What follows belongs to an exercise in optimizing a design on an open flow for small area and a short achievable clock period; a production flow would make more cautious choices.
The RTL was checked by simulation tests, not by an equivalence proof against the original design.

==> run a: inputs <==
// mdu
module mdu (
   input  logic        clk,
   input  logic        rst_n,
   input  logic        start,
   input  logic [3:0]  opMDU,
   input  logic [31:0] SrcA,
   input  logic [31:0] SrcB,
   output logic        busy,
   output logic        stall_req,
   output logic [31:0] HI,
   output logic [31:0] LO
);
clock: 105.0 ns
lec_check: 0
cap_margin: 20
core_margin: 2
core_utilization: 65
place_density: 0.75
slew_margin: 20
standard.sh (not shown) runs the stock make flow with config.mk's settings and CLKGATE_MAP_FILE= SYNTH_SCRIPT=/design/flow/synth_recipe.tcl, a recipe that flattens the netlist after the stock synthesis.
==> flow/flow/run.sh <==
#!/bin/bash
# Layout flow: the standard ORFS flow, with
#  - synthesis: the standard script, ABC mapping for area (abc_area.script);
#  - full adders reconnected so carry chains run through CIN (fa_swap.py);
#  - port buffers of the smallest buffer cell;
#  - clock tree synthesis without dummy loads.
# Each tool's output goes to a log file of its own in this folder.
set -euo pipefail
W=$(pwd)
export FLOW_DIR=$W/flow
export FLOW_WORK=$W
ORFS=$W/orfs
R=$ORFS/results/$FLOW_PLATFORM/mdu/base
MK=(make -C "$FLOW_HOME" "DESIGN_CONFIG=$FLOW_CONFIG" "WORK_HOME=$ORFS" "CLKGATE_MAP_FILE="
    "SYNTH_SCRIPT=$W/flow/synth_area.tcl"
    "BUFFER_PORTS_ARGS=-buffer_cell sky130_fd_sc_hd__buf_1"
    "CTS_ARGS=-sink_clustering_enable -repair_clock_nets -dont_use_dummy_load")
"${MK[@]}" "$R/1_2_yosys.v" > "$W/synth.log" 2>&1
python3 "$W/flow/fa_swap.py" "$R/1_2_yosys.v" > "$W/fa_swap.log" 2>&1
"${MK[@]}" finish > "$W/layout.log" 2>&1
: # left out here: write the final layout as DEF
==> flow/flow/abc_area.script <==
strash
dch -f
amap
==> flow/flow/fa_swap.py <==
#!/usr/bin/env python3
"""Reconnect each full adder so that a carry coming from another full adder
(directly or through one inverter) enters its CIN pin, the fastest input to
COUT. A, B and CIN are interchangeable in a full adder, so the logic does not
change; only which pin each net reaches."""
import re
import sys

path = sys.argv[1]
text = open(path).read()
cell_re = re.compile(r'(sky130_fd_sc_hd__fa_\d+\s+\S+\s*\()(.*?)(\);)', re.S)
pin_re = re.compile(r'\.(\w+)\(([^()]*)\)')

couts = set()
for m in cell_re.finditer(text):
    pins = dict(pin_re.findall(m.group(2)))
    couts.add(pins['COUT'].strip())
inv_re = re.compile(r'sky130_fd_sc_hd__(?:inv|clkinv)_\d+\s+\S+\s*\((.*?)\);', re.S)
carry = set(couts)
for m in inv_re.finditer(text):
    pins = dict(pin_re.findall(m.group(1)))
    if pins.get('A', '').strip() in couts:
        carry.add(pins['Y'].strip())

swapped = 0


def fix(m):
    global swapped
    body = m.group(2)
    pins = dict((k, v.strip()) for k, v in pin_re.findall(body))
    if pins['CIN'] in carry:
        return m.group(0)
    for p in ('A', 'B'):
        if pins[p] in carry:
            pins[p], pins['CIN'] = pins['CIN'], pins[p]
            swapped += 1
            new = body
            new = re.sub(r'\.%s\([^()]*\)' % p, '.%s(@@%s@@)' % (p, p), new)
            new = re.sub(r'\.CIN\([^()]*\)', '.CIN(@@CIN@@)', new)
            new = new.replace('@@%s@@' % p, pins[p]).replace('@@CIN@@', pins['CIN'])
            return m.group(1) + new + m.group(3)
    return m.group(0)


out = cell_re.sub(fix, text)
open(path, 'w').write(out)
print('full adders: %d carries: %d swapped: %d' % (len(couts), len(carry), swapped))
==> flow/flow/synth_area.tcl <==
# The standard synthesis script (synth_recipe.tcl), with ABC mapping the
# logic for area instead of delay: the clock period leaves most paths with
# plenty of slack, and placement repairs the few that need it.
proc abc {args} {
  set i [lsearch $args -script]
  set args [lreplace $args $i [expr {$i + 1}] -script $::env(FLOW_DIR)/abc_area.script]
  puts "abc (area script): $args"
  yosys abc {*}$args
}
source $::env(FLOW_WORK)/synth_recipe.tcl
==> run b: changes against run a <==
==> flow/run.sh (new file) <==
#!/bin/bash
# synth_recipe.tcl (not shown) runs the flow's synth.tcl, then flattens the netlist and writes it again
# the make line also repeats each setting of config.mk as NAME=value (left out here)
make -C /OpenROAD-flow-scripts/flow DESIGN_CONFIG=/design/flow/config.mk WORK_HOME=/design/flow/orfs CLKGATE_MAP_FILE= SYNTH_SCRIPT=/design/flow/synth_recipe.tcl finish
removed: flow/flow/run.sh
removed: flow/flow/abc_area.script
removed: flow/flow/fa_swap.py
removed: flow/flow/synth_area.tcl
removed: flow/standard.sh
==> results.txt <==
Synth top cells by count=nor2_1 (264), o22ai_1 (205), clkinv_1 (180), o21ai_0 (171), a21oi_1 (170); post-synthesis cell count=between 1500 and 2000; outcome=timing/DRC/antenna clean; met2 usage=a little over two thirds; Non-Filler Instances=2206; Layout fillers=1702; multi-input gate share of total cell area=60.9%; FMAX=20.0 MHz; worst rel slew slack=13.6%
the above is filed under run a

==> results.txt <==
multi-input gate share of total cell area=62.2%; FMAX=about 19 MHz; met2 usage=between 60% and 70%; outcome=timing/DRC/antenna clean
the above is filed under run b

## separate check: timing with driven ports
No port has a modelled driver above. Below, the same layouts with a new extraction and two added sets of constraints.
Step 1 assumes that a clkbuf_16 drives the clock port and a buf_2 every other input.
Step 2 times the ports against the registers' clock, not the clock port: input delays grow and output delays shrink by t, the midpoint of the rising clock arrivals with the driver on.
a / b / c = ideal / step 1 / step 2; a / b = the first two.
run	t, ns	slack for setup (ns)	worst setup path after step 2
run a	0.481	55.001 / 55.001 / 55.001	register to register
run b	0.498	53.154 / 53.154 / 53.154	register to register
After both steps setup and hold are still met in every run listed.
